This is an optimization exercise on Yosys and OpenROAD, whose aim is small area, a short achievable clock period and few clock cycles per item, not a production implementation.
Where RTL was checked, it was by simulation tests only, not by an equivalence proof against the original.
The RTL of runs 3 and 4 was laid out without a check of its function.
No activity file was given, so power comes from the tool's default toggle rates.

File: design/flow/run.sh
#!/bin/bash
# synth_recipe.tcl (not shown) runs the flow's synth.tcl, then flattens the netlist and writes it again
# the make line also repeats each setting of config.mk as NAME=value (left out here)
make -C /OpenROAD-flow-scripts/flow DESIGN_CONFIG=/design/flow/config.mk WORK_HOME=/design/flow/orfs CLKGATE_MAP_FILE= SYNTH_SCRIPT=/design/flow/synth_recipe.tcl finish
File: design/flow/config.mk
export PLATFORM = sky130hd
export DESIGN_NAME = depth_pixel_backprojection
export DESIGN_NICKNAME = depth_pixel_backprojection
export VERILOG_FILES = /design/flow/design.v
export SDC_FILE = /design/flow/constraint.sdc
export NUM_CORES = 4
export LEC_CHECK = 0
export CAP_MARGIN = 20
export CORE_MARGIN = 2
export CORE_UTILIZATION = 40
export SETUP_SLACK_MARGIN = 4.3
export SLEW_MARGIN = 20
File: design/flow/constraint.sdc
create_clock -name core_clock -period 8.0 [get_ports {i_clk}]
set_input_delay 1.6000 -clock core_clock [delete_from_list [all_inputs] [get_ports {i_clk}]]
set_output_delay 1.6000 -clock core_clock [all_outputs]
set_load 0.01 [all_outputs]
File: design/flow/design.v
package dpb_pkg;
    localparam int DEPTH_W = 16;
    localparam int PIX_W   = 12;
    localparam int FOC_W   = 16;
    localparam int CTR_W   = 18;
    localparam int MAXD_W  = 15;
    localparam int COORD_W = 24;
    localparam int Z_W     = 15;
    localparam int HI_W    = PIX_W;                      
    localparam int AOFS_W  = CTR_W;                      
    localparam int PROD_W  = MAXD_W + AOFS_W;            
    localparam int QB      = COORD_W - 1;                
    localparam int NDIV    = QB;
    localparam int AXIS_LAT = 2 + NDIV;
    localparam int APB_AW = 5;
    localparam int APB_DW = 32;
    localparam logic [FOC_W-1:0]  FOCAL_X_RST  = 16'd36864;
    localparam logic [FOC_W-1:0]  FOCAL_Y_RST  = 16'd36864;
    localparam logic [CTR_W-1:0]  CENTER_X_RST = 18'd20480;
    localparam logic [CTR_W-1:0]  CENTER_Y_RST = 18'd15360;
    localparam logic [MAXD_W-1:0] MAX_DEPTH_RST = 15'd1300;
    localparam logic [COORD_W-1:0] COORD_MAX = 24'h7FFFFF;
    localparam logic [COORD_W-1:0] COORD_MIN = 24'h800000;
    typedef enum logic [2:0] {
        REG_FOCAL_X   = 3'd0,
        REG_FOCAL_Y   = 3'd1,
        REG_CENTER_X  = 3'd2,
        REG_CENTER_Y  = 3'd3,
        REG_MAX_DEPTH = 3'd4
    } t_reg_idx;
endpackage
import dpb_pkg::*;
module dpb_axis
(
    input  logic                 i_clk,
    input  logic                 i_en,
    input  logic [HI_W-1:0]      i_h,         
    input  logic                 i_neg,       
    input  logic [Z_W-1:0]       i_z,         
    input  logic [7:0]           i_bneg,      
    input  logic [7:0]           i_bone,      
    input  logic [7:0]           i_btwo,      
    input  logic [CTR_W-1:0]     i_center,
    input  logic [FOC_W-1:0]     i_focal,
    output logic [COORD_W-1:0]   o_coord
);
    localparam int PW  = PROD_W;    
    localparam int W_W = QB;        
    localparam int NCP = 4;
    logic [6:0]        r_lpos;      
    logic [FOC_W-1:0]  r_fdivn [0:NCP-1];
    always_ff @(posedge i_clk) begin
        r_lpos     <= 7'd64 - {1'b0, i_center[5:0]};
        r_fdivn[0] <= ~{i_focal[FOC_W-1:1], i_focal[0] | ~(|i_focal)};
        for (int k = 1; k < NCP; k++) r_fdivn[k] <= r_fdivn[k-1];
    end
    logic [5:0]    n_l;
    logic          n_l6;
    logic [17:0]   n_m;
    logic [PW-1:0] n_row [0:8];
    logic [PW-1:0] n_l1  [0:5];
    logic [PW-1:0] n_l2  [0:3];
    logic [PW-1:0] n_l3  [0:2];
    assign n_l  = i_neg ? i_center[5:0] : r_lpos[5:0];
    assign n_l6 = !i_neg && r_lpos[6];
    assign n_m  = {i_h, n_l};
    always_comb begin
        logic           neg, one, two;
        logic [18:0]    mag, pp;
        logic [PW-1:0]  row;
        for (int r = 0; r < 9; r++) n_row[r] = '0;
        for (int k = 0; k < 8; k++) begin
            neg = i_bneg[k];
            one = i_bone[k];
            two = i_btwo[k];
            mag = one ? {1'b0, n_m} : (two ? {n_m, 1'b0} : 19'd0);
            pp  = mag ^ {19{neg}};
            row = PW'(pp) << (2*k);
            if (k == 0) begin
                row[19] = neg;
                row[20] = neg;
                row[21] = ~neg;
            end else if (k < 7) begin
                row[2*k+19] = ~neg;
                row[2*k+20] = 1'b1;
            end
            n_row[k] = n_row[k] | row;
            if (k < 7) n_row[k+1][2*k] = neg;
        end
        n_row[8] = n_l6 ? (PW'(i_z) << 6) : '0;
        for (int t = 0; t < 3; t++) begin
            n_l1[2*t]   = n_row[3*t] ^ n_row[3*t+1] ^ n_row[3*t+2];
            n_l1[2*t+1] = ((n_row[3*t] & n_row[3*t+1]) | (n_row[3*t] & n_row[3*t+2]) |
                           (n_row[3*t+1] & n_row[3*t+2])) << 1;
        end
        for (int t = 0; t < 2; t++) begin
            n_l2[2*t]   = n_l1[3*t] ^ n_l1[3*t+1] ^ n_l1[3*t+2];
            n_l2[2*t+1] = ((n_l1[3*t] & n_l1[3*t+1]) | (n_l1[3*t] & n_l1[3*t+2]) |
                           (n_l1[3*t+1] & n_l1[3*t+2])) << 1;
        end
        n_l3[0] = n_l2[0] ^ n_l2[1] ^ n_l2[2];
        n_l3[1] = ((n_l2[0] & n_l2[1]) | (n_l2[0] & n_l2[2]) | (n_l2[1] & n_l2[2])) << 1;
        n_l3[2] = n_l2[3];
    end
    logic [PW-1:0] r_m_row [0:2];
    logic          r_m_neg;
    logic [PW-1:0] n_ms, n_mc;
    logic [PW-1:0] r_p_prod;
    logic          r_p_neg;
    assign n_ms = r_m_row[0] ^ r_m_row[1] ^ r_m_row[2];
    assign n_mc = ((r_m_row[0] & r_m_row[1]) | (r_m_row[0] & r_m_row[2]) |
                   (r_m_row[1] & r_m_row[2])) << 1;
    function automatic logic [FOC_W:0] sub_ge(input logic [FOC_W:0] t, input logic [FOC_W-1:0] fn);
        logic [FOC_W:0] fb, g, p, gg, pp, c;
        logic [FOC_W-1:0] d;
        integer l, i, j;
        begin
            fb = {1'b1, fn};
            g  = t & fb;
            p  = t ^ fb;
            gg = g;
            pp = p;
            for (l = 0; l < 5; l = l + 1) begin
                for (i = FOC_W; i >= 0; i = i - 1) begin
                    if (((i >> l) & 1) == 1) begin
                        j = ((i >> l) << l) - 1;
                        gg[i] = gg[i] | (pp[i] & gg[j]);
                        pp[i] = pp[i] & pp[j];
                    end
                end
            end
            c[0] = 1'b1;
            for (i = 1; i <= FOC_W; i = i + 1) c[i] = gg[i-1] | pp[i-1];
            for (i = 0; i < FOC_W; i = i + 1) d[i] = p[i] ^ c[i];
            sub_ge = {gg[FOC_W] | pp[FOC_W], d};
        end
    endfunction
    logic [FOC_W-1:0]    r_rem [1:NDIV];
    logic [W_W-1:0]      r_w   [1:NDIV];
    logic                r_neg [1:NDIV];
    logic                r_sat [1:NDIV];
    logic [FOC_W-1:0]    n_rem [1:NDIV];
    logic [W_W-1:0]      n_w   [1:NDIV];
    logic                n_sat;
    always_comb begin
        logic [FOC_W-1:0] rem;
        logic [W_W-1:0]   w;
        logic [FOC_W:0]   st;
        n_sat = (r_p_prod[PW-1:QB-4] >= i_focal) && (|r_p_prod);
        for (int j = 1; j <= NDIV; j++) begin
            if (j == 1) begin
                rem = FOC_W'(r_p_prod[PW-1:QB-4]);
                w   = {r_p_prod[QB-5:0], 4'b0000};
            end else begin
                rem = r_rem[j-1];
                w   = r_w[j-1];
            end
            st       = sub_ge({rem, w[W_W-1]}, r_fdivn[(j-1)*NCP/NDIV]);
            n_rem[j] = st[FOC_W] ? st[FOC_W-1:0] : {rem[FOC_W-2:0], w[W_W-1]};
            n_w[j]   = {w[W_W-2:0], st[FOC_W]};
        end
    end
    always_ff @(posedge i_clk) begin
        if (i_en) begin
            r_m_row[0] <= n_l3[0];
            r_m_row[1] <= n_l3[1];
            r_m_row[2] <= n_l3[2];
            r_m_neg    <= i_neg;
            r_p_prod <= n_ms + n_mc;
            r_p_neg  <= r_m_neg;
            r_rem[1] <= n_rem[1];
            r_w[1]   <= n_w[1];
            r_neg[1] <= r_p_neg;
            r_sat[1] <= n_sat;
            for (int j = 2; j <= NDIV; j++) begin
                r_rem[j] <= n_rem[j];
                r_w[j]   <= n_w[j];
                r_neg[j] <= r_neg[j-1];
                r_sat[j] <= r_sat[j-1];
            end
        end
    end
    logic [W_W-1:0] q, qneg, below;
    assign q = r_w[NDIV];
    always_comb begin
        logic [W_W-1:0] orp;
        orp = q;
        for (int l = 0; l < 5; l++)
            for (int i = W_W - 1; i >= 0; i--)
                if (((i >> l) & 1) == 1)
                    orp[i] = orp[i] | orp[((i >> l) << l) - 1];
        below = {orp[W_W-2:0], 1'b0};
        qneg = q ^ below;
        if (r_sat[NDIV])
            o_coord = r_neg[NDIV] ? COORD_MIN : COORD_MAX;
        else if (r_neg[NDIV])
            o_coord = {below[W_W-1] | q[W_W-1], qneg};
        else
            o_coord = {1'b0, q};
    end
endmodule
import dpb_pkg::*;
module depth_pixel_backprojection
(
    input  logic              i_clk,
    input  logic              i_rst_n,
    input  logic              i_s_tvalid,
    output logic              o_s_tready,
    input  logic [39:0]       i_s_tdata,    
    output logic              o_m_tvalid,
    input  logic              i_m_tready,
    output logic [63:0]       o_m_tdata,    
    output logic [0:0]        o_m_tuser,    
    input  logic              psel,
    input  logic              penable,
    input  logic              pwrite,
    input  logic [APB_AW-1:0] paddr,
    input  logic [APB_DW-1:0] pwdata,
    output logic [APB_DW-1:0] prdata,
    output logic              pready
);
    localparam int LAT = AXIS_LAT;    
    logic [FOC_W-1:0]  r_focal_x;
    logic [FOC_W-1:0]  r_focal_y;
    logic [CTR_W-1:0]  r_center_x;
    logic [CTR_W-1:0]  r_center_y;
    logic [MAXD_W-1:0] r_max_depth;
    logic              r_wr_en;
    logic [2:0]        r_wr_a;
    logic [CTR_W-1:0]  r_wr_d;
    assign pready = 1'b1;
    always_ff @(posedge i_clk) begin
        if (!i_rst_n) r_wr_en <= 1'b0;
        else          r_wr_en <= psel && penable && pwrite;
        r_wr_a <= paddr[APB_AW-1:2];
        r_wr_d <= pwdata[CTR_W-1:0];
    end
    always_ff @(posedge i_clk) begin
        if (!i_rst_n) begin
            r_focal_x   <= FOCAL_X_RST;
            r_focal_y   <= FOCAL_Y_RST;
            r_center_x  <= CENTER_X_RST;
            r_center_y  <= CENTER_Y_RST;
            r_max_depth <= MAX_DEPTH_RST;
        end else if (r_wr_en) begin
            case (r_wr_a)
                REG_FOCAL_X:   r_focal_x   <= r_wr_d[FOC_W-1:0];
                REG_FOCAL_Y:   r_focal_y   <= r_wr_d[FOC_W-1:0];
                REG_CENTER_X:  r_center_x  <= r_wr_d;
                REG_CENTER_Y:  r_center_y  <= r_wr_d;
                REG_MAX_DEPTH: r_max_depth <= r_wr_d[MAXD_W-1:0];
                default: ;   
            endcase
        end
    end
    logic [CTR_W-1:0] rd_val [0:4];
    always_comb begin
        rd_val[0] = CTR_W'(r_focal_x);
        rd_val[1] = CTR_W'(r_focal_y);
        rd_val[2] = r_center_x;
        rd_val[3] = r_center_y;
        rd_val[4] = CTR_W'(r_max_depth);
        if (r_wr_en) begin
            case (r_wr_a)
                REG_FOCAL_X:   rd_val[0] = CTR_W'(r_wr_d[FOC_W-1:0]);
                REG_FOCAL_Y:   rd_val[1] = CTR_W'(r_wr_d[FOC_W-1:0]);
                REG_CENTER_X:  rd_val[2] = r_wr_d;
                REG_CENTER_Y:  rd_val[3] = r_wr_d;
                REG_MAX_DEPTH: rd_val[4] = CTR_W'(r_wr_d[MAXD_W-1:0]);
                default: ;
            endcase
        end
    end
    logic [CTR_W-1:0] r_prdata;
    always_ff @(posedge i_clk) begin
        case (paddr[APB_AW-1:2])
            REG_FOCAL_X:   r_prdata <= rd_val[0];
            REG_FOCAL_Y:   r_prdata <= rd_val[1];
            REG_CENTER_X:  r_prdata <= rd_val[2];
            REG_CENTER_Y:  r_prdata <= rd_val[3];
            REG_MAX_DEPTH: r_prdata <= rd_val[4];
            default:       r_prdata <= '0;
        endcase
    end
    assign prdata = APB_DW'(r_prdata);
    localparam int NSV = 4;
    logic [NSV-1:0] r_sv;         
    logic           r_ov;         
    logic           advance;
    logic           adv_in;
    logic           r_in_v;
    logic           r0_v;
    logic [LAT-1:0] r_vld;
    assign advance    = !r_sv[0];
    assign adv_in     = !r_sv[1];
    assign o_s_tready = advance;
    always_ff @(posedge i_clk) begin
        if (!i_rst_n) begin
            r_in_v <= 1'b0;
            r0_v   <= 1'b0;
            r_vld  <= '0;
        end else if (advance) begin
            r_in_v <= i_s_tvalid;
            r0_v   <= r_in_v;
            r_vld  <= {r_vld[LAT-2:0], r0_v};
        end
    end
    logic [39:0] r_in_data;
    always_ff @(posedge i_clk) begin
        if (adv_in) r_in_data <= i_s_tdata;
    end
    logic [DEPTH_W-1:0] s_depth;
    logic               n_ok;
    logic [PIX_W:0]     n_vx, n_vy;
    assign s_depth = r_in_data[15:0];
    assign n_ok = !s_depth[DEPTH_W-1] && (|s_depth[DEPTH_W-2:0]) &&
                  (s_depth[DEPTH_W-2:0] < r_max_depth);
    assign n_vx = {1'b0, r_in_data[27:16]} + {1'b1, ~r_center_x[CTR_W-1:6]};
    assign n_vy = {1'b0, r_in_data[39:28]} + {1'b1, ~r_center_y[CTR_W-1:6]};
    logic [Z_W+1:0] n_bw;      
    logic [7:0]     n_bneg, n_bone, n_btwo;
    assign n_bw = {1'b0, s_depth[Z_W-1:0], 1'b0};
    always_comb begin
        for (int k = 0; k < 8; k++) begin
            n_bneg[k] = n_ok & n_bw[2*k+2] & ~(n_bw[2*k+1] & n_bw[2*k]);
            n_bone[k] = n_ok & (n_bw[2*k+1] ^ n_bw[2*k]);
            n_btwo[k] = n_ok & (n_bw[2*k+2] ? (~n_bw[2*k+1] & ~n_bw[2*k]) :
                                              (n_bw[2*k+1] & n_bw[2*k]));
        end
    end
    logic [HI_W-1:0] r0_hx, r0_hy;
    logic            r0_sx, r0_sy;
    logic [Z_W-1:0]  r0_z;
    logic [7:0]      r0_bneg, r0_bone, r0_btwo;
    always_ff @(posedge i_clk) begin
        if (adv_in) begin
            r0_sx <= n_vx[PIX_W];
            r0_hx <= n_vx[PIX_W-1:0] ^ {PIX_W{n_vx[PIX_W]}};
            r0_sy <= n_vy[PIX_W];
            r0_hy <= n_vy[PIX_W-1:0] ^ {PIX_W{n_vy[PIX_W]}};
            r0_z  <= n_ok ? s_depth[Z_W-1:0] : '0;
            r0_bneg <= n_bneg;
            r0_bone <= n_bone;
            r0_btwo <= n_btwo;
        end
    end
    logic [Z_W-1:0] r_z [0:LAT-1];
    always_ff @(posedge i_clk) begin
        if (adv_in) begin
            r_z[0] <= r0_z;
            for (int k = 1; k < LAT; k++) r_z[k] <= r_z[k-1];
        end
    end
    logic [COORD_W-1:0] ax_x;
    logic [COORD_W-1:0] ax_y;
    dpb_axis u_axis_x (
        .i_clk    (i_clk),
        .i_en     (!r_sv[2]),
        .i_h      (r0_hx),
        .i_neg    (r0_sx),
        .i_z      (r0_z),
        .i_bneg   (r0_bneg),
        .i_bone   (r0_bone),
        .i_btwo   (r0_btwo),
        .i_center (r_center_x),
        .i_focal  (r_focal_x),
        .o_coord  (ax_x)
    );
    dpb_axis u_axis_y (
        .i_clk    (i_clk),
        .i_en     (!r_sv[3]),
        .i_h      (r0_hy),
        .i_neg    (r0_sy),
        .i_z      (r0_z),
        .i_bneg   (r0_bneg),
        .i_bone   (r0_bone),
        .i_btwo   (r0_btwo),
        .i_center (r_center_y),
        .i_focal  (r_focal_y),
        .o_coord  (ax_y)
    );
    logic        out_ok;
    logic [64:0] n_item;     
    assign out_ok = |r_z[LAT-1];
    assign n_item = {out_ok, 1'b0,
                     r_z[LAT-1],
                     out_ok ? ax_y : {COORD_W{1'b0}},
                     out_ok ? ax_x : {COORD_W{1'b0}}};
    logic [64:0] r_out;
    logic [64:0] r_skid;
    logic        arrive;
    assign arrive = advance && r_vld[LAT-1];
    always_ff @(posedge i_clk) begin
        if (!i_rst_n) begin
            r_ov <= 1'b0;
            r_sv <= '0;
        end else begin
            if (!r_ov || i_m_tready)
                r_ov <= r_sv[0] || arrive;
            for (int c = 0; c < NSV; c++)
                r_sv[c] <= r_ov && !i_m_tready && (r_sv[c] || r_vld[LAT-1]);
        end
    end
    always_ff @(posedge i_clk) begin
        if (!r_ov || i_m_tready) r_out <= r_sv[0] ? r_skid : n_item;
        if (!r_sv[0]) r_skid <= n_item;
    end
    assign o_m_tvalid = r_ov;
    assign o_m_tdata  = r_out[63:0];
    assign o_m_tuser  = r_out[64];
endmodule
==> run notes, run 1 <==
setup slack, reg-to-reg=4380 ps; CP Capture Type=register; DR DRC count=0; Final Max Tran Viols=0; final hold slack=380 ps; Worst VDD drop=0.204 mV; Worst EP arrival=4260 ps; largest net degree at the start of global routing=197; gr usage total=16.5%; Synth Area in Adders=12.6%; row count=215; Synth Area in Simple Gates=6.17%; cell area after synthesis=0.138 mm2; Setup crit start kind=register; wire per inst=19.4 um; R2R Path Start=u_axis_y.r_w[23][0]$_DFFE_PN_; multi-input logic area=0.0543 mm2; min-delay worst type=reg2reg; clock period minus worst slack=3620 ps; H-tree levels=5; post-synthesis compound-gate area fraction=8.97%; status=complete, no violations; post-synthesis average cell area=13.8 um2; Setup TNS Final=0 ps; Rel. slew slack=18.9%; endpoints failing setup=0; Gate Count Post-Synth=10004; multiplexer area fraction after synthesis=5.98%; I/O Buffers=152; final hold vios=0; Min-Delay Path Depth=0; reg-to-reg endpoint=r_out[46]$_DFFE_PN_; register bit count reported by yosys=2836; clock skew=56.2 ps; Lkg Pwr=60.8 nW; largest family of logic cells by synthesized area=adder cells; fin area=0.157 mm2; Reg clk slew, reported paths=60 ps; Cell variety after synth=86; CP Class=reg2reg; core area=0.344 mm2; initial antenna violation count=11; Tcrit/Tclk final=45.2%; synth top area cells=edfxtp_1 (54%), ha_1 (9.0%), dfxtp_1 (5.2%); Seq/Total Area, Yosys=58.9%; Max Clock Freq=277 MHz; Total Wirelength=294000 um; first drt pass iteration count=5; Synth async-reset ratio=0%; worst skew pair latency=910 ps; Maximum Capacitance Violations=0; global route overflow=0; Storage cell area=0.0816 mm2; Hold EP=u_axis_y.r_w[6][16]$_DFFE_PN_; layout net count=11606; DP HPWL=202000 um; most frequent cells in the layout=edfxtp_1 (2474), ha_1 (999), mux2_2 (585); global-route wire length before repair=459000 um; crit-path max FO=6; routed vias=79770; DRT iter0 DRCs=5268; unrepaired setup endpoints after global routing=true; clock sink count=2836; IO Pins=184; Yosys warning count=16; worst-case clock buffer depth=4; Tot Pwr=59.8 mW; layout cells sized above 1=13.3%; total CTS buffers=310; CP required=8640 ps; xor-xnor portion of the synthesized cell area=4.98%; CP startpoint=u_axis_y.r_w[23][0]$_DFFE_PN_; vias in the first global route=83792; Slew @ Worst Pin=1220 ps; Reg2Reg Depth=14; vias per inst=5.28; Die Footprint=0.351 mm2; Die X=592 um; Synth area leader=edfxtp_1; TritonCTS clock tree=built; number of flops mapped to enable cells by yosys=2474; Top FF cell, synth=edfxtp_1; Area Overhead vs Synth=13.3%; cell area power density=382 mW/mm2; placed cell area=0.145 mm2; cts hold-fix bufs=0; CTS root buf=clkbuf_16; die height=592 um; remaining antenna violation count=0; routability cong.=0.861; fill count=29589; Hold Startpoint=u_axis_y.r_w[5][15]$_DFFE_PN_; top cell type's share of synthesized area=53.7%; most common cell after layout, fill and taps aside=edfxtp_1; Initial Utilization=40.3%
per-stage QoR:
stage	utilization, %	worst slack, ps	std cells
CTS	45.5	4090	15073
global route	45.6	4170	15097
detailed placement	42.2	3760	14464
finish	45.6	4380	15098
global placement	42.2	3810	14462
floorplan	-	-7240	10019
power by group:
part           leakage, nW  switching [mW]  internal (mW)
logic                 25.6            10.3           10.6
clock network         5.05            6.00           8.46
registers             30.2            2.24           22.3
total                 60.8            18.5           41.3
registers in the layout (all words and copies together), names as in the netlist, 18 cells and up:
register and cells:
r_prdata 18, u_axis_x.r_p_prod 33, r_out 65, u_axis_y.r_w 447, r_skid 65, u_axis_y.r_rem 352
r_wr_d 18, u_axis_x.r_m_row 85, u_axis_y.r_sat 23, u_axis_y.r_p_prod 33, u_axis_x.r_w 447, u_axis_y.r_m_row 85
u_axis_y.r_fdivn 64, u_axis_x.r_fdivn 64, u_axis_y.r_neg 23, u_axis_x.r_neg 23, r_center_x 18, r_in_data 40
r_center_y 18, u_axis_x.r_sat 23, u_axis_x.r_rem 352, r_z 375, r_vld 25
metal layers:
| layer | wire length [um] | global-route usage, % |
|---|---|---|
| met1 | 119000 | 19.6 |
| met2 | 147000 | 28.9 |
| met3 | 13400 | 2.70 |
| met4 | 14800 | 8.37 |
| met5 | 0 | 0 |
area by class of cell:
cell class | count | share of cell area (%)
sequential | 2836 | 52.0
inverter | 518 | 1.26
antenna | 13 | 0.0208
clock inverter | 175 | 1.32
multi-input combinational | 6347 | 34.6
timing repair buffer | 262 | 1.76
tap | 4557 | 3.64
clock buffer | 390 | 5.32
synthesized netlist by cell type, types with 28 or more instances:
library cell,n
o22ai_1,46
xnor2_1,571
nor2_1,553
a21o_1,229
ha_1,999
nor2b_1,159
or2_2,51
a22o_1,42
a31oi_1,43
clkbuf_1,230
nand2_1,317
or3_1,52
xor2_1,215
o21ai_0,255
nor3_1,273
o21a_1,222
dfxtp_1,362
mux2_2,585
a211oi_1,57
edfxtp_1,2474
a22oi_1,238
nand3_1,43
o211a_1,30
nor4_1,43
inv_1,514
mux2i_1,169
a221oi_1,37
a21oi_1,328
buf_1,58
nand4_1,41
fa_1,248
and2_1,56
o211ai_1,28
nand2b_1,45
kinds of logic after synthesis:
group,Yosys count
xor+xnor,786
flops,2836
fa+ha+maj,1247
simple gates,1743
buf+inv,841
other cells,2
compound gates,1795
mux,754
critical path, stage by stage, from the launching register on:
cell and delay (ps):
edfxtp_1 410, inv_1 110, ha_1 170, nor3b_4 170, buf_4 170, nand4b_4 110, or4b_4 540, or4_4 480
or4_4 450, nor2_1 110, ha_1 230, inv_1 50, o21ai_0 60, o21ai_1 180, o21ai_1 110
worst max path at each step:
| stage | end | slack, ps | cells after the start |
|---|---|---|---|
| after detailed placement | r0_hy[11]$_DFFE_PN_ | 3760 | 10 |
| after floorplan | u_axis_x.r_m_neg$_DFFE_PN_ | -7240 | 1 |
| final | r_out[46]$_DFFE_PN_ | 4380 | 14 |
| after global routing | r0_hy[11]$_DFFE_PN_ | 4170 | 10 |
| after global placement | u_axis_x.r_rem[20][12]$_DFFE_PN_ | 3810 | 10 |
| after CTS | r0_hy[11]$_DFFE_PN_ | 4090 | 10 |
what timing repair did:
item                                    in CTS  in global routing
buffers inserted                            39                 12
endpoints found under the setup margin     559                509
gates cloned                                 5                  0
pin swaps                                    4                  6
hold endpoints to repair                     0                  0
resized for setup                           80                 63
Testbench counts, summed over its fixed seeds: cycles 10,208, items 9,600.
==> run 2: changes to the inputs <==
--- a/design/flow/config.mk
+++ b/design/flow/config.mk
@@ -9,4 +9,4 @@
 export CORE_MARGIN = 2
 export CORE_UTILIZATION = 40
-export SETUP_SLACK_MARGIN = 4.3
+export SETUP_SLACK_MARGIN = 4.6
 export SLEW_MARGIN = 20
==> run 2 against run 1 <==
Effect of this change:
- highest routed layer unchanged
- still clean on timing, DRC and antenna
- register-to-register slack better by 170 ps
- die area unchanged
- sequential cell count unchanged
- via count up 0.96%
- clock power about the same
- utilization up 0.71 points
- first-iteration DRC count shrank 1.9%
- hold slack got worse by 1.4 ps
- sequential power about the same
==> run notes, run 2 <==
row count=215 (unchanged); CTS root buf=clkbuf_16; cell area after synthesis=0.138 mm2 (unchanged); layout cells sized above 1=15.3% (+2.0 points); clock sink count=2836 (unchanged); DRT iter0 DRCs=5168 (-1.9%); Top FF cell, synth=edfxtp_1; Slew @ Worst Pin=1170 ps (-50.7 ps); wire per inst=19.6 um (+0.76%); Final Max Tran Viols=0 (unchanged); Area Overhead vs Synth=15.1%; commonest cells in the netlist=edfxtp_1 (2474), ha_1 (999), mux2_2 (585), xnor2_1 (571), nor2_1 (553); worst-case clock buffer depth=4 (unchanged); Die X=592 um (unchanged); largest family of logic cells by synthesized area=adder cells; routed vias=80536 (+0.96%); Cell variety after synth=86 (unchanged); most frequent cells in the layout=edfxtp_1 (2474), ha_1 (991), xnor2_1 (565); Max Clock Freq=290 MHz (+4.8%); Tcrit/Tclk final=43.1% (-2.1 points); post-synthesis average cell area=13.8 um2 (unchanged); clock period minus worst slack=3450 ps (-166 ps); endpoints failing setup=0 (unchanged); H-tree levels=5 (unchanged); Synth area leader=edfxtp_1; cts hold-fix bufs=0 (unchanged); Yosys warning count=16 (unchanged); post-synthesis compound-gate area fraction=8.97% (unchanged); multiplexer area fraction after synthesis=5.98% (unchanged); setup slack, reg-to-reg=4550 ps (+170 ps); top cell type's share of synthesized area=53.7% (unchanged); I/O Buffers=152 (unchanged); Setup TNS Final=0 ps (unchanged); Maximum Capacitance Violations=0 (unchanged); multi-input logic area=0.0552 mm2 (+1.6%); Setup crit start kind=register; Synth Area in Adders=12.6% (unchanged); crit-path max FO=4 (-2); Worst VDD drop=0.204 mV (-0.19%); Storage cell area=0.0816 mm2 (about the same); Worst EP arrival=4090 ps (-170 ps); routability cong.=0.861 (unchanged); CP required=8640 ps (about the same); global-route wire length before repair=461000 um (+0.49%); CP Capture Type=register; Seq/Total Area, Yosys=58.9% (unchanged); IO Pins=184 (unchanged); final hold vios=0 (unchanged); vias per inst=5.28 (-0.12%); clock skew=60.8 ps (+4.65 ps); first drt pass iteration count=6 (+1); xor-xnor portion of the synthesized cell area=4.98% (unchanged); vias in the first global route=84106 (+0.37%); unrepaired setup endpoints after global routing=true; global route overflow=0 (unchanged); status=complete, no violations; Rel. slew slack=22.2% (+3.4 points); core area=0.344 mm2 (unchanged); fin area=0.159 mm2 (+1.6%); Synth async-reset ratio=0% (unchanged); TritonCTS clock tree=built; initial antenna violation count=14 (+3); placed cell area=0.145 mm2 (unchanged); total CTS buffers=310 (unchanged); top flop regs=u_axis_x.r_w x447, u_axis_y.r_w x447, r_z x375; number of flops mapped to enable cells by yosys=2474 (unchanged); R2R Path Start=u_axis_y.r_w[23][1]$_DFFE_PN_; end of the critical path=r_out[46]$_DFFE_PN_; most common cell after layout, fill and taps aside=edfxtp_1; fill count=29457 (-0.45%); reg-to-reg endpoint=r_out[46]$_DFFE_PN_; Synth Area in Simple Gates=6.17% (unchanged); CP Class=reg2reg; register bit count reported by yosys=2836 (unchanged); worst skew pair latency=920 ps (about the same); largest net degree at the start of global routing=197 (unchanged); gr usage total=16.6% (+0.090 points); DR DRC count=0 (unchanged); Die Footprint=0.351 mm2 (unchanged); remaining antenna violation count=0 (unchanged); die height=592 um (unchanged); Total Wirelength=299000 um (+1.9%); Reg2Reg Depth=14 (unchanged); DP HPWL=202000 um (unchanged); most frequent cell after synthesis=edfxtp_1; Reg clk slew, reported paths=60 ps (about the same); cell area power density=383 mW/mm2 (+0.23%); Gate Count Post-Synth=10004 (unchanged); synth top area cells=edfxtp_1 (54%), ha_1 (9.0%), dfxtp_1 (5.2%); layout net count=11756 (+1.3%); min-delay worst type=reg2reg; CP startpoint=u_axis_y.r_w[23][1]$_DFFE_PN_; Initial Utilization=40.3% (unchanged); Lkg Pwr=62.3 nW (+2.4%)
-- run 2: changes by cell type in the layout (fill, tap and decap cells not counted), moves of 17 or more --
cell	change
mux2_4	+44
buf_4	+96
o21ai_0	-19
buf_12	+29
mux2_2	-44
dlygate4sd2_1	+83
a21oi_1	-18
dfxtp_4	+17
a21oi_2	+17
clkdlybuf4s50_1	-84
-- run 2: final cells by class --
class	count	share of cell area, %
Sequential cell	2836	51.3
Antenna cell	27	0.0424
Tap cell	4557	3.58
Clock buffer	390	5.24
Inverter	518	1.25
Multi-Input combinational cell	6352	34.6
Clock inverter	175	1.30
Timing Repair Buffer	407	2.68
-- run 2: how the worst min path moves through the flow --
| stage | start | endpoint | depth (start not counted) |
|---|---|---|---|
| global route | u_axis_y.r_w[5][15]$_DFFE_PN_ | u_axis_y.r_w[6][16]$_DFFE_PN_ | 0 |
| global placement | u_axis_y.r_sat[5]$_DFFE_PN_ | u_axis_y.r_sat[6]$_DFFE_PN_ | 0 |
| CTS | u_axis_y.r_w[5][15]$_DFFE_PN_ | u_axis_y.r_w[6][16]$_DFFE_PN_ | 0 |
| finish | u_axis_y.r_w[5][15]$_DFFE_PN_ | u_axis_y.r_w[6][16]$_DFFE_PN_ | 0 |
| detailed placement | r_z[9][1]$_DFFE_PN_ | r_z[10][1]$_DFFE_PN_ | 0 |
| floorplan | r_focal_x[15]$_SDFFE_PN1P_ | u_axis_x.r_fdivn[0][15]$_DFF_P_ | 1 |
-- run 2: cells by family (layout without fill, tap and decap cells) --
logic type / after synthesis / count (layout)
AOI/OAI and AO/OA: 1795 / 1796
xor gates and xnor gates: 786 / 786
adders and majority gates: 1247 / 1247
buffers and inverters: 841 / 1490
DFF: 2836 / 2836
muxes: 754 / 754
other: 2 / 44
and+or+nand+nor: 1743 / 1752
-- run 2: stage by stage --
| stage | instances | power, mW | util, % | hold WS (ps) | worst slack (ps) |
|---|---|---|---|---|---|
| 2_1_floorplan | 10019 | 40.3 | - | 378 | -7240 |
| 3_3_place_gp | 14462 | 44.0 | 42.2 | 400 | 3810 |
| 3_5_place_dp | 14464 | 45.0 | 42.2 | 405 | 3760 |
| 4_1_cts | 15132 | 60.4 | 45.8 | 362 | 4400 |
| 5_1_grt | 15259 | 64.8 | 46.3 | 371 | 4410 |
| 6_report | 15262 | 60.9 | 46.3 | 378 | 4550 |
-- run 2: what timing repair did --
item | 4_1_cts | 5_1_grt
setup endpoints to repair | 895 | 641
setup buffers | 96 | 92
gates cloned | 7 | 11
pin swaps | 23 | 49
resized for setup | 297 | 176
hold endpoints to repair | 0 | 0
-- run 2: report_power, final --
part           leakage, nW  internal [mW]  switching (mW)  total (mW)
Combinational         27.0           11.2            10.9        22.1
Clock                 5.05           8.46            6.01        14.5
Sequential            30.2           22.3            2.10        24.4
-- run 2: worst max-delay path, cell delays in order, from the launching register on --
cell,delay [ps]
edfxtp_1,410
inv_1,120
ha_4,130
nor3b_4,170
buf_6,150
nand4b_4,100
or4b_4,520
or4_4,460
or4_4,450
nor2_2,100
ha_1,230
inv_1,50
o21ai_1,50
o21ai_1,160
o21ai_1,100
-- run 2: per-layer routing --
metal	GRT usage, %	routed length (um)	vias to the layer above
met2	29.2	151000	1821
met3	2.70	14100	678
li1	-	-	38247
met4	8.30	14900	0
met5	0	0	-
met1	19.7	119000	39790
==> run 3: changes to the inputs <==
--- a/design/flow/design.v
+++ b/design/flow/design.v
@@ -333,4 +333,5 @@
     logic [Z_W-1:0]  r0_z;
     logic [7:0]      r0_bneg, r0_bone, r0_btwo;
+    logic [7:0]      r0_bneg_yn, r0_bone_yn, r0_btwo_yn;
     always_ff @(posedge i_clk) begin
         if (adv_in) begin
@@ -343,4 +344,7 @@
             r0_bone <= n_bone;
             r0_btwo <= n_btwo;
+            r0_bneg_yn <= ~n_bneg;
+            r0_bone_yn <= ~n_bone;
+            r0_btwo_yn <= ~n_btwo;
         end
     end
@@ -373,7 +377,7 @@
         .i_neg    (r0_sy),
         .i_z      (r0_z),
-        .i_bneg   (r0_bneg),
-        .i_bone   (r0_bone),
-        .i_btwo   (r0_btwo),
+        .i_bneg   (~r0_bneg_yn),
+        .i_bone   (~r0_bone_yn),
+        .i_btwo   (~r0_btwo_yn),
         .i_center (r_center_y),
         .i_focal  (r_focal_y),
--- a/design/flow/config.mk
+++ b/design/flow/config.mk
@@ -9,4 +9,4 @@
 export CORE_MARGIN = 2
 export CORE_UTILIZATION = 40
-export SETUP_SLACK_MARGIN = 4.6
+export SETUP_SLACK_MARGIN = 4.3
 export SLEW_MARGIN = 20
==> run 3 against run 2 <==
Effect of this change:
- still clean on timing, DRC and antenna
- wire length down 5.9%
- total power down 0.36%
- first-iteration DRC count down 2.0%
- die area up 1.5%
- clock-buffer cell count up 27
- clock skew up 8.5 ps
- non-clock buffer count down 121
- design area down 0.20%
- sequential share of layout area up 0.49 points
- register-to-register slack worse by 140 ps
- synthesized area up 1.5%
- critical endpoint is now u_axis_x.r_m_row[0][14]$_DFFE_PN_
- largest power group unchanged
==> run notes, run 3 <==
Cell variety after synth=91 (+5.8%); worst skew pair latency=910 ps (about the same); most common cell after layout, fill and taps aside=edfxtp_1; Worst EP arrival=4200 ps (+110 ps); TritonCTS clock tree=built; Total Wirelength=281000 um (-5.9%); most frequent cells in the layout=edfxtp_1 (2497), ha_1 (999), nor2_1 (598); Most Frequent Cell on Critical Path=fa_1; total CTS buffers=313 (+0.97%); Maximum Capacitance Violations=0 (unchanged); CP startpoint=r0_bone[5]$_DFFE_PN_; Post-Place Setup Slack=3440 ps (-318 ps); Min-Delay Path Depth=0 (unchanged); gr usage total=15.4% (-1.2 points); IO Pins=184 (unchanged); Lkg Pwr=61.2 nW (-1.8%); register bit count reported by yosys=2859 (+0.81%); final hold slack=367 ps (-11.3 ps); Initial Utilization=40.2% (-0.082 points); CTS root buf=clkbuf_16; global-route wire length before repair=447000 um (-3.1%); Top FF cell, synth=edfxtp_1; synth top area cells=edfxtp_1 (53%), ha_1 (8.9%), dfxtp_1 (5.2%); initial antenna violation count=3 (-11); Worst VDD drop=0.198 mV (-2.6%); CP Capture Type=register; vias in the first global route=85381 (+1.5%); DP HPWL=196000 um (-3.2%); most frequent cell after synthesis=edfxtp_1; Yosys warning count=16 (unchanged); status=complete, no violations; clock skew=69.3 ps (+8.48 ps); final hold vios=0 (unchanged); die height=597 um (+0.75%); layout net count=12131 (+3.2%); Seq/Total Area, Yosys=58.5% (-0.39 points); I/O Buffers=152 (unchanged); fin area=0.159 mm2 (-0.20%); CP required=8610 ps (-30 ps); largest net degree at the start of global routing=178 (-9.6%); routability cong.=0.880 (+2.2%); layout cells sized above 1=11.0% (-4.4 points); Slew @ Worst Pin=1040 ps (-122 ps); clock period minus worst slack=3590 ps (+143 ps); post-synthesis average cell area=13.3 um2 (-3.5%); min-delay worst type=reg2reg; worst-case clock buffer depth=4 (unchanged); row count=217 (+0.93%); top cell type's share of synthesized area=53.4% (-0.31 points); Setup crit start kind=register; critical path's slowest cell=edfxtp_1; remaining antenna violation count=0 (unchanged); number of flops mapped to enable cells by yosys=2497 (+0.93%); crit-path max FO=21 (+17); commonest cells in the netlist=edfxtp_1 (2497), ha_1 (999), nor2_1 (598), xnor2_1 (574), nand2_1 (543); Synth async-reset ratio=0% (unchanged); slowest stage delay, CP=990 ps (+470 ps); wire per inst=18.0 um (-8.3%); first drt pass iteration count=5 (-1); Tcrit/Tclk final=44.9% (+1.8 points); Die Footprint=0.356 mm2 (+1.5%); Reg2Reg Depth=8 (-6); cell area power density=382 mW/mm2 (-0.15%); CP cell instances=nor2b_1 > buf_4 > a22oi_1 > xnor2_1 > fa_1 > fa_1 > inv_1 > fa_1; endpoints failing setup=0 (unchanged); placed cell area=0.147 mm2 (+1.4%); R2R Path Start=r0_bone[5]$_DFFE_PN_; Die X=597 um (+0.75%); Hold Startpoint=u_axis_y.r_w[2][9]$_DFFE_PN_; global route overflow=0 (unchanged); cell area after synthesis=0.140 mm2 (+1.5%); routed vias=82602 (+2.6%); clock sink count=2859 (+0.81%); Synth area leader=edfxtp_1; CP Class=reg2reg; DRT iter0 DRCs=5067 (-2.0%); Gate Count Post-Synth=10523 (+5.2%); Reg clk slew, reported paths=60 ps (about the same); Area Overhead vs Synth=13.1%; cts hold-fix bufs=0 (unchanged); Final Max Tran Viols=0 (unchanged); DR DRC count=0 (unchanged); H-tree levels=5 (unchanged); top flop regs=u_axis_x.r_w x447, u_axis_y.r_w x447, r_z x375; Rel. slew slack=29.8% (+7.6 points); setup slack after layout=4410 ps (-143 ps); core area=0.349 mm2 (+1.7%); vias per inst=5.27 (about the same); unrepaired setup endpoints after global routing=false; fill count=30427 (+3.3%); Max Clock Freq=278 MHz (-4.0%); Setup TNS Final=0 ps (unchanged)
[run 3: changes by cell type in the layout (fill, tap and decap cells not counted), moves of 83 or more]
cell | before | now
dlygate4sd2_1 | 84 | 1
a22oi_1 | 238 | 116
clkdlybuf4s50_1 | 66 | 149
mux2_2 | 541 | 432
nand2_1 | 315 | 543
o22ai_1 | 46 | 156
o21ai_0 | 230 | 372
[run 3: cells by family (layout without fill, tap and decap cells)]
group,count (synthesis),count (layout),share of synthesized area [%]
AO/OA/AOI/OAI,2135,2135,10.3
adder cells (fa/ha/maj),1247,1247,12.4
multiplexers,568,568,4.48
XOR/XNOR,757,757,4.72
buffers and inverters,850,1371,2.39
other,2,22,0.00535
flip-flops,2859,2859,58.5
AND/OR/NAND/NOR,2105,2105,7.17
[run 3: layer usage]
layer  part of all wire (%)  vias to the layer above  global-route usage (%)  routed length, um
li1                       -                    39855                       -                  -
met1                     43                    40418                    19.2             120000
met2                     49                     1754                    27.0             138000
met3                    4.3                      575                    2.23              12200
met4                    3.6                        0                    5.73              10200
met5                      0                        -                       0                  0
[run 3: stage by stage]
stage	instances	total power, mW	utilization (%)
global placement	15022	44.3	42.1
global route	15660	64.7	45.5
detailed placement	15023	45.4	42.1
finish	15663	60.7	45.5
floorplan	10538	40.8	-
CTS	15639	61.1	45.4
[run 3: final cells by class]
class | count | area (um2) | share of cell area [%]
well taps | 4599 | 5750 | 3.62
inverters | 511 | 1940 | 1.22
repair buffers | 286 | 2920 | 1.84
multi-input cells | 6829 | 55400 | 34.9
clock inverters | 157 | 1970 | 1.24
flip-flops and latches | 2859 | 82200 | 51.8
diodes | 5 | 12.5 | 0.00787
clock buffers | 417 | 8640 | 5.44
[run 3: final timing paths]
check | to | slack (ps)
worst max-delay path | u_axis_x.r_m_row[0][14]$_DFFE_PN_ | 4410
worst min register to register | u_axis_y.r_w[3][10]$_DFFE_PN_ | 370
worst max register to register | u_axis_x.r_m_row[0][14]$_DFFE_PN_ | 4410
worst min-delay path | u_axis_y.r_w[3][10]$_DFFE_PN_ | 370
[run 3: where the power goes]
group          internal (mW)  switching [mW]  leakage (nW)
clock                   8.72            5.98          5.17
combinational           10.5            10.9          25.5
sequential              22.5            2.11          30.5
[run 3: worst max-delay path: cells and delay by family, from the launching register on]
family / cells / cell delay (ps)
adders and majority gates: 3 / 1500
DFF: 1 / 990
buffers and inverters: 2 / 340
AOI/OAI and AO/OA: 1 / 190
xor gates and xnor gates: 1 / 170
and+or+nand+nor: 1 / 100
[run 3: what timing repair did]
item | 4_1_cts | 5_1_grt
resized for setup | 55 | 43
cloned | 0 | 0
setup endpoints to repair | 516 | 360
setup buffers | 42 | 18
pin swaps | 19 | 5
==> run 4: changes to the inputs <==
--- a/design/flow/design.v
+++ b/design/flow/design.v
@@ -387,8 +387,5 @@
     logic [64:0] n_item;     
     assign out_ok = |r_z[LAT-1];
-    assign n_item = {out_ok, 1'b0,
-                     r_z[LAT-1],
-                     out_ok ? ax_y : {COORD_W{1'b0}},
-                     out_ok ? ax_x : {COORD_W{1'b0}}};
+    assign n_item = {out_ok, 1'b0, r_z[LAT-1], ax_y, ax_x};
     logic [64:0] r_out;
     logic [64:0] r_skid;
--- a/design/flow/config.mk
+++ b/design/flow/config.mk
@@ -9,4 +9,4 @@
 export CORE_MARGIN = 2
 export CORE_UTILIZATION = 40
-export SETUP_SLACK_MARGIN = 4.3
+export SETUP_SLACK_MARGIN = 4.8
 export SLEW_MARGIN = 20
==> run 4 against run 3 <==
Effect of this change:
- critical path depth up 4
- wire length up 7.3%
- critical endpoint is now u_axis_y.r_m_row[0][6]$_DFFE_PN_
- design area up 4.9%
- hold slack better by 20 ps
- total power up 5.6%
- non-clock buffer count up 412
- largest power group is now combinational logic
- still clean
- global-route usage up 0.81 points
- cell count up 3.6%
- die area down 0.14%
- clock-buffer cell count up 4
==> run notes, run 4 <==
clock sink count=2859 (unchanged); wire per inst=18.6 um (+3.5%); end of the critical path=u_axis_y.r_m_row[0][6]$_DFFE_PN_; Worst VDD drop=0.203 mV (+2.4%); routed vias=85086 (+3.0%); Area Overhead vs Synth=18.8%; Setup TNS Final=0 ps (unchanged); largest net degree at the start of global routing=194 (+9.0%); worst skew pair latency=900 ps (about the same); Gate Count Post-Synth=10669 (+1.4%); status=complete, no violations; Synth area leader=edfxtp_1; most frequent cell after synthesis=edfxtp_1; CP required=8590 ps (-20 ps); Initial Utilization=40.2% (about the same); Top Family by Delay on Critical Path=adder cells; critical path's slowest cell=fa_1; synth top area cells=edfxtp_1 (53%), ha_1 (8.9%), dfxtp_1 (5.2%); Synth async-reset ratio=0% (unchanged); row count=217 (unchanged); most common cell after layout, fill and taps aside=edfxtp_1; DRT iter0 DRCs=5147 (+1.6%); routability cong.=0.856 (-2.7%); H-tree levels=5 (unchanged); Setup crit start kind=register; Die Footprint=0.355 mm2 (-0.14%); unrepaired setup endpoints after global routing=true; min-delay worst type=reg2reg; total CTS buffers=312 (-0.32%); final hold slack=387 ps (+20.4 ps); slowest stage delay, CP=540 ps (-450 ps); Die X=596 um (about the same); final hold vios=0 (unchanged); vias per inst=5.24 (-0.58%); register bit count reported by yosys=2859 (unchanged); Slew @ Worst Pin=1150 ps (+110 ps); Most Frequent Cell on Critical Path=buf_12; global-route wire length before repair=467000 um (+4.6%); Crit path depth=12 (+4); number of flops mapped to enable cells by yosys=2497 (unchanged); CP Capture Type=register; Total Wirelength=302000 um (+7.3%); top flop regs=u_axis_x.r_w x447, u_axis_y.r_w x447, r_z x375; crit-path max FO=12 (-43%); CP Class=reg2reg; endpoints failing setup=0 (unchanged); CP startpoint=r0_sy$_DFFE_PN_; worst-case clock buffer depth=4 (unchanged); Maximum Capacitance Violations=0 (unchanged); clock period minus worst slack=3410 ps (-185 ps); final core occ=47.7% (+2.3 points); post-synthesis average cell area=13.1 um2 (-1.5%); core area=0.349 mm2 (about the same); initial antenna violation count=3 (unchanged); reg-to-reg endpoint=u_axis_y.r_m_row[0][6]$_DFFE_PN_; gr usage total=16.2% (+0.81 points); CTS root buf=clkbuf_16; Final Max Tran Viols=0 (unchanged); Sw Share=32.7% (+1.4 points); clock network power share=22.0% (-2.2 points); die height=596 um (about the same); Max Clock Freq=293 MHz (+5.4%); Reg clk slew, reported paths=70 ps (about the same); Cell variety after synth=92 (+1.1%); layout net count=12698 (+4.7%); Worst Path Buf+Inv=6 (+4); R2R Path Start=r0_sy$_DFFE_PN_; layout cells sized above 1=18.8% (+7.8 points); Tot Pwr=64.1 mW (+5.6%); cell area power density=385 mW/mm2 (+0.67%); IO Pins=184 (unchanged); top cell type's share of synthesized area=53.5% (+0.073 points); DP HPWL=194000 um (-0.78%); clock skew=47.6 ps (-21.7 ps); Lkg Pwr=63.8 nW (+4.2%); Rel. slew slack=23.1% (-6.8 points); commonest cells in the netlist=edfxtp_1 (2497), ha_1 (999), nor2_1 (817), a21oi_1 (631), xnor2_1 (563); Internal Power=43.1 mW (+3.4%); TritonCTS clock tree=built; cell area after synthesis=0.140 mm2 (-0.14%); Comb pwr share=39.5% (+4.2 points); vias in the first global route=87740 (+2.8%); remaining antenna violation count=0 (unchanged); CP cell instances=buf_12 > buf_12 > buf_12 > mux2i_4 > buf_12 > o22ai_2 > xnor2_2 > fa_1 > inv_1 > fa_1 > inv_1 > fa_1; Top FF cell, synth=edfxtp_1; DR DRC count=0 (unchanged); global route overflow=0 (unchanged); Seq/Total Area, Yosys=58.6% (+0.080 points); first drt pass iteration count=8 (+3); Yosys warning count=16 (unchanged); Reg2Reg Depth=12 (+4); Tcrit/Tclk final=42.6% (-2.3 points); setup slack, reg-to-reg=4590 ps (+180 ps); I/O Buffers=152 (unchanged); most frequent cells in the layout=edfxtp_1 (2497), ha_1 (960), nor2_1 (716); part of the power in registers=38.5% (-2.0 points); Worst EP arrival=4000 ps (-200 ps); sw power=21.0 mW (+10%)
==> run 4: layer usage <==
layer | vias to the layer above | track usage, % | routed length, um
met4 | 2 | 7.03 | 13700
met1 | 41581 | 19.7 | 125000
met5 | - | 0 | 4
li1 | 41049 | - | -
met2 | 1747 | 28.8 | 152000
met3 | 707 | 2.08 | 10800
==> run 4: worst register-to-register path: cells and delay by family (launching register included) <==
family / cells / cell delay [ps]
mux: 1 / 180
buf+inv: 6 / 690
fa+ha+maj: 3 / 1570
xor+xnor: 1 / 190
flops: 1 / 410
compound gates: 1 / 110
==> run 4: per-stage QoR <==
| step | cell area [um2] | instances | setup slack [ps] |
|---|---|---|---|
| final | 167000 | 16228 | 4590 |
| after global routing | 167000 | 16227 | 4480 |
| after CTS | 162000 | 16022 | 4550 |
| after detailed placement | 147000 | 15183 | 3690 |
| after global placement | 147000 | 15181 | 3490 |
| after floorplan | 140000 | 10684 | -7240 |
==> run 4: cell families after synthesis <==
group,count (synthesis),share of synthesized area [%]
flip-flops,2859,58.6
buffers and inverters,853,2.54
multiplexers,313,2.52
AO/OA/AOI/OAI,2266,10.8
adder cells (fa/ha/maj),1247,12.5
other,2,0.00535
XOR/XNOR,812,5.07
AND/OR/NAND/NOR,2317,8.03
==> run 4: how the worst min path moves through the flow <==
stage,from,endpoint,slack (ps),cells past startpoint
after floorplan,r_center_x[0]$_SDFF_PN0_,u_axis_x.r_lpos[0]$_DFF_P_,400,0
after CTS,r_z[23][4]$_DFFE_PN_,r_z[24][4]$_DFFE_PN_,380,0
after global placement,r_z[11][7]$_DFFE_PN_,r_z[12][7]$_DFFE_PN_,400,0
after global routing,u_axis_y.r_w[16][7]$_DFFE_PN_,u_axis_y.r_w[17][8]$_DFFE_PN_,390,0
after detailed placement,r_z[10][12]$_DFFE_PN_,r_z[11][12]$_DFFE_PN_,400,0
final,r_z[23][4]$_DFFE_PN_,r_z[24][4]$_DFFE_PN_,390,0
==> run 4: final cells by class <==
| class | count | area (um2) |
|---|---|---|
| Clock buffer | 421 | 8560 |
| Sequential cell | 2859 | 82300 |
| Timing Repair inverter | 3 | 15.0 |
| Fill cell | 29966 | 183000 |
| Timing Repair Buffer | 698 | 7520 |
| Multi-Input combinational cell | 6989 | 58900 |
| Antenna cell | 3 | 7.51 |
| Clock inverter | 152 | 1510 |
| Tap cell | 4599 | 5750 |
| Inverter | 504 | 1990 |
==> run 4: power groups by stage <==
stage	registers, mW	clock network [mW]	logic (mW)
3_5_place_dp	24.9	0	20.4
2_1_floorplan	24.1	0	16.6
4_1_cts	24.6	14.5	22.8
6_report	24.7	14.1	25.3
5_1_grt	25.1	15.1	27.9
3_3_place_gp	24.7	0	19.4
==> run 4: timing repair <==
| item | CTS | global route |
|---|---|---|
| setup endpoints to repair | 966 | 708 |
| pin swaps | 175 | 240 |
| gates cloned | 29 | 22 |
| resized for setup | 750 | 585 |
| hold buffers | 0 | 0 |
| hold endpoints to repair | 0 | 0 |
| setup buffers | 237 | 181 |
==> run 5: changes to the inputs <==
--- a/design/flow/design.v
+++ b/design/flow/design.v
@@ -333,5 +333,4 @@
     logic [Z_W-1:0]  r0_z;
     logic [7:0]      r0_bneg, r0_bone, r0_btwo;
-    logic [7:0]      r0_bneg_yn, r0_bone_yn, r0_btwo_yn;
     always_ff @(posedge i_clk) begin
         if (adv_in) begin
@@ -344,7 +343,4 @@
             r0_bone <= n_bone;
             r0_btwo <= n_btwo;
-            r0_bneg_yn <= ~n_bneg;
-            r0_bone_yn <= ~n_bone;
-            r0_btwo_yn <= ~n_btwo;
         end
     end
@@ -377,7 +373,7 @@
         .i_neg    (r0_sy),
         .i_z      (r0_z),
-        .i_bneg   (~r0_bneg_yn),
-        .i_bone   (~r0_bone_yn),
-        .i_btwo   (~r0_btwo_yn),
+        .i_bneg   (r0_bneg),
+        .i_bone   (r0_bone),
+        .i_btwo   (r0_btwo),
         .i_center (r_center_y),
         .i_focal  (r_focal_y),
--- a/design/flow/config.mk
+++ b/design/flow/config.mk
@@ -9,4 +9,4 @@
 export CORE_MARGIN = 2
 export CORE_UTILIZATION = 40
-export SETUP_SLACK_MARGIN = 4.8
+export SETUP_SLACK_MARGIN = 4.6
 export SLEW_MARGIN = 20
==> run 5 against run 4 <==
Effect of this change:
- sequential share of layout area rose by 1.9 points
- clock skew is 53 ps higher
- die area down 1.5%
- combinational power decreased by about 20%
- critical path type unchanged
- utilization shrank 1.5 points
- critical path depth shrank 1
- sequential cell count shrank 23
- largest cell class unchanged
==> run notes, run 5 <==
Layout Cells excl Fill=15686 (-3.3%); Die Footprint=0.350 mm2 (-1.5%); endpoints failing setup=0 (unchanged); remaining antenna violation count=0 (unchanged); global-route wire length before repair=461000 um (-1.4%); critical path's slowest cell=fa_1; commonest cells in the netlist=edfxtp_1 (2474), ha_1 (999), a21oi_1 (715), nor2_1 (661), xnor2_1 (569); Worst Path Buf+Inv=5 (-1); DRT iter0 DRCs=5231 (+1.6%); Slew @ Worst Pin=1180 ps (+22.4 ps); layout net count=12200 (-3.9%); H-tree levels=5 (unchanged); die height=592 um (-0.74%); Top Layer Used=met5; min-delay worst type=reg2reg; fill count=29752 (-0.71%); Cell variety after synth=84 (-8.7%); Post-Place Setup Slack=3730 ps (+34.7 ps); Min-Delay Path Depth=0 (unchanged); DR WL met2=148000 um (-2.1%); largest net degree at the start of global routing=210 (+8.2%); Storage cell area=0.0816 mm2 (-0.92%); xor-xnor portion of the synthesized cell area=4.91% (-0.16 points); routed vias=82907 (-2.6%); largest family of logic cells by synthesized area=adder cells; final core occ=46.2% (-1.5 points); met1 WL=119000 um (-5.0%); Synth Area in Simple Gates=7.76% (-0.27 points); row count=215 (-0.92%); most frequent cells in the layout=edfxtp_1 (2474), ha_1 (997), a21oi_1 (698); Lkg Pwr=61.6 nW (-3.4%); worst-case clock buffer depth=4 (unchanged); IO Pins=184 (unchanged); final hold vios=0 (unchanged); status=complete, no violations; multiplexer area fraction after synthesis=3.23% (+0.71 points); worst skew pair latency=950 ps (+50 ps); placed instance count=14944 (-1.6%); multi-input logic area=0.0549 mm2 (-6.9%); met3 wire len=14800 um (+37%); Max Clock Freq=293 MHz (about the same); placed cell area=0.145 mm2 (-1.3%); total CTS buffers=311 (-0.32%); CP cell instances=buf_6 > buf_12 > mux2_4 > buf_4 > a22oi_2 > xnor2_2 > fa_1 > inv_2 > fa_1 > inv_2 > fa_2; Area Overhead vs Synth=15.0%; final hold slack=368 ps (-19.3 ps); R2R Path Start=r0_sx$_DFFE_PN_; gr usage total=16.4% (+0.22 points); Setup crit start kind=register; setup slack after layout=4590 ps (-2.21 ps); Final Max Tran Viols=0 (unchanged); Rel. slew slack=21.6% (-1.5 points); Total Wirelength=298000 um (-1.1%); TritonCTS clock tree=built; Reg clk slew, reported paths=60 ps (about the same); vias per inst=5.29 (+0.81%); vias in the first global route=86028 (-2.0%); top flop regs=u_axis_x.r_w x447, u_axis_y.r_w x447, r_z x375; most common cell after layout, fill and taps aside=edfxtp_1; synth top area cells=edfxtp_1 (54%), ha_1 (9.0%), dfxtp_1 (5.2%); Reg2Reg Depth=11 (-1); slowest stage delay, CP=560 ps (+20 ps); Synth area leader=edfxtp_1; clock skew=101 ps (+53.2 ps); top cell type's share of synthesized area=53.8% (+0.30 points); unrepaired setup endpoints after global routing=true; Top Family by Delay on Critical Path=adder cells; initial antenna violation count=6 (+3); core area=0.344 mm2 (-1.6%); clock period minus worst slack=3410 ps (+2.21 ps); Gate Count Post-Synth=10470 (-1.9%); Maximum Capacitance Violations=0 (unchanged); I/O Buffers=152 (unchanged); Synth async-reset ratio=0% (unchanged); Hold EP=u_axis_y.r_w[6][14]$_DFFE_PN_; Worst EP arrival=4050 ps (+50 ps); routability cong.=0.890 (+4.0%); Initial Utilization=40.2% (+0.054 points); first drt pass iteration count=6 (-2); number of flops mapped to enable cells by yosys=2474 (-0.92%); DP HPWL=195000 um (+0.58%); cell area after synthesis=0.138 mm2 (-1.5%); CP required=8640 ps (+50 ps); layout cells sized above 1=11.7% (-7.1 points); DR DRC count=0 (unchanged); most frequent cell after synthesis=edfxtp_1; fin area=0.159 mm2 (-4.7%); crit-path max FO=7 (-5); Tcrit/Tclk final=42.6% (about the same); CTS root buf=clkbuf_16; CP Capture Type=register; Setup TNS Final=0 ps (unchanged); CP Class=reg2reg; Synth Area in Adders=12.6% (+0.19 points); register bit count reported by yosys=2836 (-0.80%); setup slack, reg-to-reg=4590 ps (about the same); Seq/Total Area, Yosys=59.0% (+0.38 points); clock sink count=2836 (-0.80%); cts hold-fix bufs=0 (unchanged); Die X=592 um (-0.74%); post-synthesis average cell area=13.2 um2 (+0.39%); Top FF cell, synth=edfxtp_1; global route overflow=0 (unchanged); Tot Pwr=59.3 mW (-7.5%); reg-to-reg endpoint=u_axis_x.r_m_row[0][6]$_DFFE_PN_; Yosys warning count=16 (unchanged); Worst VDD drop=0.198 mV (-2.7%); Hold Startpoint=u_axis_y.r_w[5][13]$_DFFE_PN_; cell area power density=373 mW/mm2 (-3.0%); wire per inst=19.0 um (+2.3%); post-synthesis compound-gate area fraction=10.0% (-0.72 points)
run 5: changes by cell type in the layout (fill, tap and decap cells not counted), sizes merged, moves of 73 or more:
cell	delta
a21oi	+79
mux2i	+81
o22ai	-155
a21boi	-73
nor2	-156
buf	-318
a22oi	+107
run 5: how the worst max path moves through the flow:
stage	end	slack [ps]	depth (start not counted)	from
finish	u_axis_x.r_m_row[0][6]$_DFFE_PN_	4590	11	r0_sx$_DFFE_PN_
global route	u_axis_x.r_rem[22][15]$_DFFE_PN_	4430	10	u_axis_x.r_rem[21][0]$_SDFFCE_PP0N_
CTS	u_axis_x.r_rem[22][15]$_DFFE_PN_	4520	10	u_axis_x.r_fdivn[3][1]$_DFF_P_
detailed placement	u_axis_y.r_m_row[0][21]$_DFFE_PN_	3730	7	r0_bneg[0]$_DFFE_PN_
global placement	u_axis_y.r_m_row[0][21]$_DFFE_PN_	3730	7	r0_bneg[0]$_DFFE_PN_
floorplan	u_axis_x.r_m_neg$_DFFE_PN_	-7240	1	r_sv[2]$_SDFF_PN0_
run 5: metal layers:
layer  vias up  global-route usage (%)
met1     40483                    19.1
met4         2                    8.59
met3       717                    2.71
met5         -                       0
li1      39773                       -
met2      1932                    29.1
run 5: where the power goes:
part           switching (mW)  internal [mW]  total, mW
combinational            11.0           9.38       20.3
sequential               2.10           22.2       24.3
clock                    5.94           8.64       14.6
total                    19.0           40.3       59.3
run 5: cells by family (layout without fill, tap and decap cells):
logic type,Yosys count,after routing
muxes,396,402
other,2,32
xor gates and xnor gates,775,775
AOI/OAI and AO/OA,2179,2194
buffers and inverters,861,1467
and+or+nand+nor,2174,2176
DFF,2836,2836
adders and majority gates,1247,1247
run 5: worst reg2reg max path, cell delays in order, from the launching register on:
cell	delay (ps)
edfxtp_1	420
buf_6	140
buf_12	140
mux2_4	400
buf_4	170
a22oi_2	160
xnor2_2	100
fa_1	560
inv_2	40
fa_1	510
inv_2	40
fa_2	430
run 5: cell type report:
| type | instances | area share (%) |
|---|---|---|
| sequential | 2836 | 51.3 |
| multi-input combinational | 6811 | 34.6 |
| clock buffer | 403 | 5.41 |
| tap | 4557 | 3.59 |
| timing repair buffer | 384 | 2.64 |
| inverter | 525 | 1.26 |
| clock inverter | 155 | 1.17 |
| antenna | 15 | 0.0236 |
run 5: repair_timing:
| item | CTS | global route |
|---|---|---|
| gates cloned | 22 | 15 |
| setup buffers | 58 | 74 |
| pin swaps | 21 | 133 |
| gates resized for setup | 206 | 165 |
| setup endpoints to repair | 529 | 264 |
Testbench counts of run 5, summed over its fixed seeds: cycles 10,208, items 9,600.
==> run 6: changes to the inputs <==
--- a/design/flow/config.mk
+++ b/design/flow/config.mk
@@ -9,4 +9,4 @@
 export CORE_MARGIN = 2
 export CORE_UTILIZATION = 40
-export SETUP_SLACK_MARGIN = 4.6
+export SETUP_SLACK_MARGIN = 4.5
 export SLEW_MARGIN = 20
==> run 6 against run 5 <==
Effect of this change:
- cell count down 0.57%
- via count down 0.71%
- design area fell by 1.0%
- worst setup slack worse by 11 ps
- wire length decreased by 2.2%
- still clean
==> run notes, run 6 <==
status=complete, no violations; CP Capture Type=primary output; critical path's slowest cell=clkdlybuf4s50_1; cell area after synthesis=0.138 mm2 (unchanged); clock skew=96.7 ps (-4.05 ps); I/O Buffers=152 (unchanged); Max Clock Freq=292 MHz (-0.33%); Tcrit/Tclk final=42.8% (+0.14 points); crit-path max FO=1 (-6); Area Overhead vs Synth=13.8%; Worst EP arrival=1820 ps (-2230 ps); R2R Path Start=r0_bone[1]$_DFFE_PN_; Cell variety after synth=84 (unchanged); CP Class=reg2out; most frequent cell after synthesis=edfxtp_1; largest family of logic cells by synthesized area=adder cells; Setup TNS Final=0 ps (unchanged); total CTS buffers=311 (unchanged); Slew @ Worst Pin=1170 ps (-7.51 ps); vias in the first global route=85852 (-0.20%); routed vias=82317 (-0.71%); worst-case clock buffer depth=4 (unchanged); register bit count reported by yosys=2836 (unchanged); final hold vios=0 (unchanged); Final Max Tran Viols=0 (unchanged); post-synthesis average cell area=13.2 um2 (unchanged); Worst Path Buf+Inv=1 (-4); most frequent cells in the layout=edfxtp_1 (2474), ha_1 (998), a21oi_1 (698); cell area power density=375 mW/mm2 (+0.65%); Reg clk slew, reported paths=60 ps (about the same); Gate Count Post-Synth=10470 (unchanged); row count=215 (unchanged); Die X=592 um (unchanged); Top FF cell, synth=edfxtp_1; Die Footprint=0.350 mm2 (unchanged); IO Pins=184 (unchanged); first drt pass iteration count=6 (unchanged); Initial Utilization=40.2% (unchanged); DRT iter0 DRCs=4936 (-5.6%); vias per inst=5.28 (-0.14%); TritonCTS clock tree=built; initial antenna violation count=5 (-1); routability cong.=0.890 (unchanged); Hold Startpoint=u_axis_y.r_w[5][13]$_DFFE_PN_; most common cell after layout, fill and taps aside=edfxtp_1; CP startpoint=r_prdata[11]$_DFF_P_; number of flops mapped to enable cells by yosys=2474 (unchanged); multi-input logic area=0.0543 mm2 (-1.2%); largest net degree at the start of global routing=210 (unchanged); Lkg Pwr=60.7 nW (-1.4%); top flop regs=u_axis_x.r_w x447, u_axis_y.r_w x447, r_z x375; DP HPWL=195000 um (unchanged); remaining antenna violation count=0 (unchanged); layout cells sized above 1=10.1% (-1.6 points); gr usage total=16.2% (-0.21 points); commonest cells in the netlist=edfxtp_1 (2474), ha_1 (999), a21oi_1 (715), nor2_1 (661), xnor2_1 (569); Setup crit start kind=register; Top Family by Delay on Critical Path=buffers and inverters; Seq/Total Area, Yosys=59.0% (unchanged); Rel. slew slack=22.1% (+0.50 points); placed instance count=14944 (unchanged); Total Wirelength=292000 um (-2.2%); xor-xnor portion of the synthesized cell area=4.91% (unchanged); global-route wire length before repair=456000 um (-0.97%); CP required=6400 ps (-2240 ps); endpoints failing setup=0 (unchanged); CTS root buf=clkbuf_16; DR DRC count=0 (unchanged); Layout Cells excl Fill=15596 (-0.57%); multiplexer area fraction after synthesis=3.23% (unchanged); Synth async-reset ratio=0% (unchanged); global route overflow=0 (unchanged); Yosys warning count=16 (unchanged); slowest stage delay, CP=560 ps (about the same); Maximum Capacitance Violations=0 (unchanged); worst skew pair latency=950 ps (about the same); wire per inst=18.7 um (-1.7%); die height=592 um (unchanged); fill count=29878 (+0.42%); clock sink count=2836 (unchanged); core area=0.344 mm2 (unchanged); Synth Area in Simple Gates=7.76% (unchanged); CP cell instances=clkdlybuf4s50_1; synth top area cells=edfxtp_1 (54%), ha_1 (9.0%), dfxtp_1 (5.2%); layout net count=12111 (-0.73%); Synth Area in Adders=12.6% (unchanged); Synth area leader=edfxtp_1; H-tree levels=5 (unchanged); top cell type's share of synthesized area=53.8% (unchanged); Worst VDD drop=0.198 mV (about the same); min-delay worst type=reg2reg; clock period minus worst slack=3420 ps (+11.3 ps); unrepaired setup endpoints after global routing=true; post-synthesis compound-gate area fraction=10.0% (unchanged); Storage cell area=0.0816 mm2 (about the same)
run 6: report_power, final:
group | internal [mW] | switching, mW | total, mW
sequential | 22.2 | 2.12 | 24.4
clock | 8.64 | 5.94 | 14.6
combinational | 9.28 | 10.8 | 20.1
total | 40.2 | 18.9 | 59.0
run 6: cell type report:
| cell class | instances | area share, % |
|---|---|---|
| Timing Repair Buffer | 303 | 2.06 |
| Clock inverter | 155 | 1.18 |
| Sequential cell | 2836 | 51.9 |
| Tap cell | 4557 | 3.63 |
| Clock buffer | 403 | 5.47 |
| Inverter | 525 | 1.27 |
| Multi-Input combinational cell | 6803 | 34.5 |
| Antenna cell | 14 | 0.0223 |
run 6: timing repair:
item / in CTS / in global routing
endpoints found under the hold margin: 0 / 0
setup endpoints to repair: 387 / 315
resized for setup: 99 / 62
pin swaps: 17 / 15
setup buffers: 32 / 28
hold buffers: 0 / 0
gates cloned: 14 / 6
run 6: final timing paths:
kind,end,cells after the start,slack (ps)
hold reg to reg,u_axis_y.r_w[6][14]$_DFFE_PN_,0,370
setup / recovery,prdata[11],1,4580
hold / removal,u_axis_y.r_w[6][14]$_DFFE_PN_,0,370
setup reg to reg,u_axis_x.r_m_row[0][13]$_DFFE_PN_,11,4580
run 6: logic make-up after synthesis:
group,Yosys count
DFF,2836
AOI/OAI and AO/OA,2179
and+or+nand+nor,2174
adders and majority gates,1247
buffers and inverters,861
xor gates and xnor gates,775
muxes,396
other,2
run 6: layer usage:
metal | wire [um] | GRT usage [%] | share of wire (%) | up-vias
li1 | - | - | - | 39555
met1 | 117000 | 18.9 | 40 | 40103
met2 | 145000 | 28.8 | 50 | 1947
met3 | 14500 | 2.73 | 5.0 | 712
met4 | 14800 | 8.10 | 5.1 | 0
met5 | 0 | 0 | 0 | -
run 6: stage by stage:
step / instance area [um2] / hold WS [ps] / setup WS, ps / util (%) / total power [mW]
after detailed placement: 145000 / 405 / 3730 / 42.2 / 43.8
final: 157000 / 369 / 4580 / 45.8 / 59.0
after floorplan: 138000 / 378 / -7240 / - / 39.2
after global routing: 157000 / 362 / 4480 / 45.8 / 63.0
after CTS: 156000 / 340 / 4410 / 45.6 / 59.2
after global placement: 145000 / 402 / 3730 / 42.2 / 42.8

## re-timing with driven ports
No port has a modelled driver above. Below, the same layouts with a new extraction and two added sets of constraints. Step 1 assumes that a clkbuf_16 drives the clock port and a buf_2 every other input. Step 2, shift: input delay + t, output delay - t, t = (earliest + latest rising clock arrival at the registers) / 2. This alone moves slack from input paths to output paths. Slacks: ideal ports / drivers / drivers and shift; pairs: ideal ports / drivers.
| run | t (ns) | slack for setup (ns) | worst setup path after step 2 | worst data-port slew with drivers (ns) | cell pins on the clock port's net |
|---|---|---|---|---|---|
| run 1 | 0.992 | 4.384 / 4.283 / 3.994 | input to register | 0.31 | 1 |
| run 2 | 0.995 | 4.550 / 4.550 / 4.002 | input to register | 0.29 | 1 |
| run 3 | 0.988 | 4.408 / 4.408 / 3.724 | input to register | 0.11 | 1 |
| run 4 | 0.976 | 4.592 / 4.592 / 3.941 | input to register | 0.06 | 1 |
| run 5 | 1.002 | 4.590 / 4.590 / 4.211 | input to register | 0.06 | 1 |
| run 6 | 1.001 | 4.579 / 4.477 / 4.219 | input to register | 0.06 | 1 |
After both steps setup and hold are still met in every run listed. The setup slack of run 3, which loses most, moves by 0.000 ns with the drivers and by -0.684 ns with both steps.
